This is an optimization exercise on Yosys and OpenROAD, whose aim is small area, a short achievable clock period and few clock cycles per item, not a production implementation.
Where RTL was checked, it was by simulation tests only, not by an equivalence proof against the original.

==> flow/design.v <==
package ex_pkg;
    localparam int unsigned XLEN          = 32;
    localparam int unsigned TRANS_ID_BITS = 3;
    typedef enum logic [3:0] {
        ADD = 4'd0,
        SUB = 4'd1,
        AND = 4'd2,
        OR  = 4'd3,
        XOR = 4'd4,
        SLL = 4'd5,
        SRL = 4'd6,
        SLT = 4'd7,
        MUL = 4'd8
    } fu_op_e;
    typedef struct packed {
        fu_op_e                   operator;
        logic [TRANS_ID_BITS-1:0] trans_id;
        logic [XLEN-1:0]          operand_a;
        logic [XLEN-1:0]          operand_b;
    } fu_data_t;
    typedef struct packed {
        logic [TRANS_ID_BITS-1:0] trans_id;
        logic [XLEN-1:0]          result;
    } wb_data_t;
endpackage
`timescale 1ns/1ps
module mul_step (
    input  logic [31:0] a_i,
    input  logic [3:0]  b_i,
    input  logic        p_i,
    input  logic [31:0] s_i,
    input  logic [31:0] c_i,
    output logic [31:0] s_o,
    output logic [31:0] c_o
);
    logic [31:0] pp0, pp1, s1, c1;
    logic        n0, n1;
    booth_pp bp0 (.a_i(a_i),      .d_i({b_i[1:0], p_i}), .pp_o(pp0), .neg_o(n0));
    booth_pp bp1 (.a_i(a_i << 2), .d_i(b_i[3:1]),         .pp_o(pp1), .neg_o(n1));
    csa32 csa_a (.x_i(s_i), .y_i({c_i[31:1], n0}), .z_i(pp0), .s_o(s1), .c_o(c1));
    csa32 csa_b (.x_i(s1),  .y_i({c1[31:1], n1}),  .z_i(pp1), .s_o(s_o), .c_o(c_o));
endmodule
module booth_pp (
    input  logic [31:0] a_i,
    input  logic [2:0]  d_i,
    output logic [31:0] pp_o,
    output logic        neg_o
);
    logic one, two;
    assign one   = d_i[1] ^ d_i[0];
    assign two   = (d_i[2] & ~d_i[1] & ~d_i[0]) | (~d_i[2] & d_i[1] & d_i[0]);
    assign neg_o = d_i[2];
    assign pp_o  = (({32{one}} & a_i) | ({32{two}} & (a_i << 1))) ^ {32{neg_o}};
endmodule
module csa32 (
    input  logic [31:0] x_i,
    input  logic [31:0] y_i,
    input  logic [31:0] z_i,
    output logic [31:0] s_o,
    output logic [31:0] c_o
);
    logic [31:0] maj;
    assign s_o = x_i ^ y_i ^ z_i;
    assign maj = (x_i & y_i) | (x_i & z_i) | (y_i & z_i);
    assign c_o = {maj[30:0], 1'b0};
endmodule
module cond_add8 (
    input  logic [7:0] a_i,
    input  logic [7:0] b_i,
    output logic [7:0] s0_o,
    output logic [7:0] s1_o,
    output logic       g_o,
    output logic       p_o
);
    logic [7:0] p0, g0;
    logic [7:0] g [4];
    logic [7:0] p [4];
    always_comb begin
        p0 = a_i ^ b_i;
        g0 = a_i & b_i;
        g[0] = g0;
        p[0] = p0;
        for (int l = 0; l < 3; l++) begin
            for (int i = 0; i < 8; i++) begin
                if ((i >> l) & 1) begin
                    g[l+1][i] = g[l][i] | (p[l][i] & g[l][((i >> l) << l) - 1]);
                    p[l+1][i] = p[l][i] & p[l][((i >> l) << l) - 1];
                end else begin
                    g[l+1][i] = g[l][i];
                    p[l+1][i] = p[l][i];
                end
            end
        end
        s0_o[0] = p0[0];
        s1_o[0] = ~p0[0];
        for (int i = 1; i < 8; i++) begin
            s0_o[i] = p0[i] ^ g[3][i-1];
            s1_o[i] = p0[i] ^ (g[3][i-1] | p[3][i-1]);
        end
        g_o = g[3][7];
        p_o = p[3][7];
    end
endmodule
`timescale 1ns/1ps
module ex_stage (
    input  logic        clk_i,
    input  logic        rst_ni,
    input  logic        issue_req_i,
    input  logic [70:0] issue_data_i,
    output logic        issue_ack_o,
    output logic        wb_req_o,
    output logic [34:0] wb_data_o,
    input  logic        wb_ack_i
);
    logic [3:0]  in_op;
    logic [2:0]  in_id;
    logic [31:0] in_a, in_b;
    assign {in_op, in_id, in_a, in_b} = issue_data_i;
    logic        q_v, q_ph, q_cy;
    logic [2:0]  q_id;
    logic [31:0] q_a, q_b;
    logic        q_add, q_sub, q_slt, q_and, q_or, q_xor, q_sll, q_srl, q_mul, q_one;
    logic        s_v;
    logic [34:0] s_data;
    logic        m_busy, m_last, m_p;
    logic [2:0]  m_id;
    logic [31:0] m_a, m_b, m_s, m_c;
    logic [31:0] m_s_nxt, m_c_nxt;
    logic q_free, capture, load_slot, mul_start, mul_reload, step1;
    assign m_last     = (m_b[31:4] == '0 && !m_b[3]) || m_a[27:0] == '0;
    assign mul_start  = q_v && q_mul && (!m_busy || m_last);
    assign mul_reload = m_busy && m_last && (!q_v || q_mul);
    assign load_slot  = !s_v && q_v && (q_ph || q_one) && !q_mul;
    assign step1      = q_v && !q_ph;
    assign q_free     = !q_v || load_slot || mul_start;
    assign capture    = issue_req_i && !issue_ack_o && q_free && !mul_reload;
    logic [7:0]  s_blk0, c_blk0_v;
    logic        c_blk0;
    logic [31:0] s0_all, s1_all;
    logic [3:0]  g_all, p_all;
    logic [23:0] s0_hi, s1_hi;
    logic [2:0]  g_hi, p_hi;
    logic [31:0] sh1;
    for (genvar k = 0; k < 4; k++) begin : g_blk
        cond_add8 blk (.a_i(q_a[8*k +: 8]), .b_i(q_b[8*k +: 8]),
                       .s0_o(s0_all[8*k +: 8]), .s1_o(s1_all[8*k +: 8]),
                       .g_o(g_all[k]), .p_o(p_all[k]));
    end
    assign s_blk0 = q_sub ? s1_all[7:0] : s0_all[7:0];
    assign c_blk0 = g_all[0] | (p_all[0] & q_sub);
    assign s0_hi  = s0_all[31:8];
    assign s1_hi  = s1_all[31:8];
    assign g_hi   = g_all[3:1];
    assign p_hi   = p_all[3:1];
    assign sh1 = q_a >> {q_b[4:2], 2'b00};
    logic        c1, c2, c3, lt;
    logic [31:0] sum, sh2, sh2_rev, res;
    assign c1  = q_cy;
    assign c2  = q_b[1] | (q_b[0] & q_cy);
    assign c3  = q_b[3] | (q_b[2] & q_b[1]) | (q_b[2] & q_b[0] & q_cy);
    assign sum = {c3 ? q_b[31:24] : q_a[31:24],
                  c2 ? q_b[23:16] : q_a[23:16],
                  c1 ? q_b[15:8]  : q_a[15:8],
                  q_a[7:0]};
    assign lt  = q_b[6] ? q_b[7] : sum[31];
    always_comb begin
        sh2 = q_a >> q_b[1:0];
        for (int i = 0; i < 32; i++) sh2_rev[i] = sh2[31 - i];
        res = ({32{q_add}} & sum)
            | ({32{q_and}} & (q_a & q_b))
            | ({32{q_or}}  & (q_a | q_b))
            | ({32{q_xor}} & (q_a ^ q_b))
            | ({32{q_srl}} & sh2)
            | ({32{q_sll}} & sh2_rev)
            | {31'd0, q_slt & lt};
    end
    always_ff @(posedge clk_i or negedge rst_ni) begin
        if (!rst_ni) begin
            issue_ack_o <= 1'b0;
            q_v         <= 1'b0;
            q_ph        <= 1'b0;
            s_v         <= 1'b0;
            wb_req_o    <= 1'b0;
            m_busy      <= 1'b0;
        end else begin
            issue_ack_o <= issue_ack_o ? issue_req_i : capture;
            q_v         <= capture || mul_reload || (q_v && !load_slot && !mul_start);
            q_ph        <= q_v && !q_free && !mul_reload;
            s_v         <= load_slot || (s_v && !(wb_req_o && wb_ack_i));
            wb_req_o    <= wb_req_o ? !wb_ack_i : (!wb_ack_i && (s_v || load_slot));
            m_busy      <= mul_start || (m_busy && !mul_reload);
        end
    end
    logic        in_sub, in_sll;
    logic [31:0] in_a_rev;
    assign in_sub = (in_op == 4'd1) || (in_op == 4'd7);
    assign in_sll = (in_op == 4'd5);
    always_comb for (int i = 0; i < 32; i++) in_a_rev[i] = in_a[31 - i];
    always_ff @(posedge clk_i) begin
        if (mul_reload) begin
            q_id  <= m_id;
            q_a   <= m_s_nxt;
            q_b   <= m_c_nxt;
            {q_add, q_sub, q_slt, q_and, q_or, q_xor, q_sll, q_srl, q_mul, q_one} <= 10'b1000000000;
        end else if (q_free) begin
            q_id  <= in_id;
            q_a   <= in_sll ? in_a_rev : in_a;
            q_b   <= in_sub ? ~in_b : in_b;
            q_add <= (in_op == 4'd0) || (in_op == 4'd1);
            q_sub <= in_sub;
            q_slt <= (in_op == 4'd7);
            q_and <= (in_op == 4'd2);
            q_or  <= (in_op == 4'd3);
            q_xor <= (in_op == 4'd4);
            q_sll <= in_sll;
            q_srl <= (in_op == 4'd6);
            q_mul <= (in_op == 4'd8);
            q_one <= (in_op == 4'd2) || (in_op == 4'd3) || (in_op == 4'd4) || (in_op > 4'd8);
        end else if (step1) begin
            if (q_add || q_slt) begin
                q_a  <= {s0_hi, s_blk0};
                q_b  <= {s1_hi, q_a[31], q_a[31] == q_b[31], 2'b00, g_hi[1], p_hi[1], g_hi[0], p_hi[0]};
                q_cy <= c_blk0;
            end
            if (q_sll || q_srl) q_a <= sh1;
        end
    end
    always_ff @(posedge clk_i) begin
        if (load_slot) s_data <= {q_id, res};
    end
    assign wb_data_o = s_data;
    mul_step step_i (
        .a_i  ( m_a      ),
        .b_i  ( m_b[3:0] ),
        .p_i  ( m_p      ),
        .s_i  ( m_s      ),
        .c_i  ( m_c      ),
        .s_o  ( m_s_nxt  ),
        .c_o  ( m_c_nxt  )
    );
    always_ff @(posedge clk_i) begin
        if (mul_start) m_id <= q_id;
        m_a    <= mul_start ? q_a : (m_a << 4);
        m_b    <= mul_start ? q_b : (m_b >> 4);
        m_p    <= mul_start ? 1'b0 : m_b[3];
        m_s    <= mul_start ? '0 : m_s_nxt;
        m_c    <= mul_start ? '0 : m_c_nxt;
    end
endmodule
Settings: LEC_CHECK=0, ABC_AREA=1, CAP_MARGIN=20, CORE_MARGIN=2, CORE_UTILIZATION=40, SETUP_SLACK_MARGIN=3.0, SLEW_MARGIN=20; clock period 5.5 ns.
run.sh (not shown) runs the stock make flow with config.mk's settings and CLKGATE_MAP_FILE= SYNTH_SCRIPT=/design/flow/synth_recipe.tcl, a recipe that flattens the netlist after the stock synthesis.
Testbench counts at the start, summed over its fixed seeds: cycles 6,963, ops 2,400.
Change:
--- a/flow/design.v
+++ b/flow/design.v
@@ -123,12 +123,11 @@
     logic        s_v;
     logic [34:0] s_data;
-    logic        m_busy, m_last, m_p;
+    logic        m_busy, m_done, m_p, m_cz;
     logic [2:0]  m_id;
     logic [31:0] m_a, m_b, m_s, m_c;
     logic [31:0] m_s_nxt, m_c_nxt;
     logic q_free, capture, load_slot, mul_start, mul_reload, step1;
-    assign m_last     = (m_b[31:4] == '0 && !m_b[3]) || m_a[27:0] == '0;
-    assign mul_start  = q_v && q_mul && (!m_busy || m_last);
-    assign mul_reload = m_busy && m_last && (!q_v || q_mul);
+    assign mul_start  = q_v && q_mul && (!m_busy || m_done);
+    assign mul_reload = m_busy && m_done && (!q_v || q_mul);
     assign load_slot  = !s_v && q_v && (q_ph || q_one) && !q_mul;
     assign step1      = q_v && !q_ph;
@@ -200,7 +199,8 @@
         if (mul_reload) begin
             q_id  <= m_id;
-            q_a   <= m_s_nxt;
-            q_b   <= m_c_nxt;
-            {q_add, q_sub, q_slt, q_and, q_or, q_xor, q_sll, q_srl, q_mul, q_one} <= 10'b1000000000;
+            q_a   <= m_s;
+            q_b   <= m_c;
+            {q_add, q_sub, q_slt, q_and, q_or, q_xor, q_sll, q_srl, q_mul, q_one} <=
+                m_cz ? 10'b0000100001 : 10'b1000000000;
         end else if (q_free) begin
             q_id  <= in_id;
@@ -246,4 +246,7 @@
         m_s    <= mul_start ? '0 : m_s_nxt;
         m_c    <= mul_start ? '0 : m_c_nxt;
-    end
-endmodule
+        m_cz   <= !mul_start && m_done && (m_c == '0);
+        m_done <= mul_start ? (q_b == '0 || q_a == '0)
+                            : ((m_b[31:4] == '0 && !m_b[3]) || m_a[27:0] == '0);
+    end
+endmodule
Outcome:
- The new run went through all stages and came out clean
- wire length went up by a few percent
- via count climbs by a few percent
- first-iteration DRC count came out higher by about a fifth
- final cell count grows by a few percent
- global-route usage rises by 0.30 points
- cell area went up by a few percent
- die area rose by a few percent
- clock skew increases by 7.1 ps
- hold slack is worse by 6.0 ps
- sequential share of layout area stays flat
- worst setup slack gains 160 ps
- utilization is higher by 0.75 points
No functional check of the RTL was part of the second run of this note.

## afterwards: timing with drivers on the ports
In the flow no input, the clock included, has a driving cell. The finished layouts below were timed again as built, in two steps. Step 1 sets driving cells, clkbuf_16 on the clock port and buf_2 on the other inputs (assumed; they add their load-dependent delay and slew). Step 2 moves the port delays by t, midway between the first and last clock arrival at a register: inputs arrive t later, outputs are due t later. That takes back most of the time a late clock gives input paths. Slacks: ideal ports / drivers / drivers and shift; pairs: ideal ports / drivers.
| run | shift t [ns] | setup WS [ns] | latest minus earliest clock arrival (ns) |
|---|---|---|---|
| the first run | 0.641 | 2.778 / 2.778 / 2.354 | 0.017 / 0.017 |
| the second run | 0.639 | 2.940 / 2.940 / 2.437 | 0.025 / 0.025 |
After both steps setup and hold are still met in every run listed. The setup slack of the second run, which loses most, moves by 0.000 ns with the drivers and by -0.503 ns with both steps.
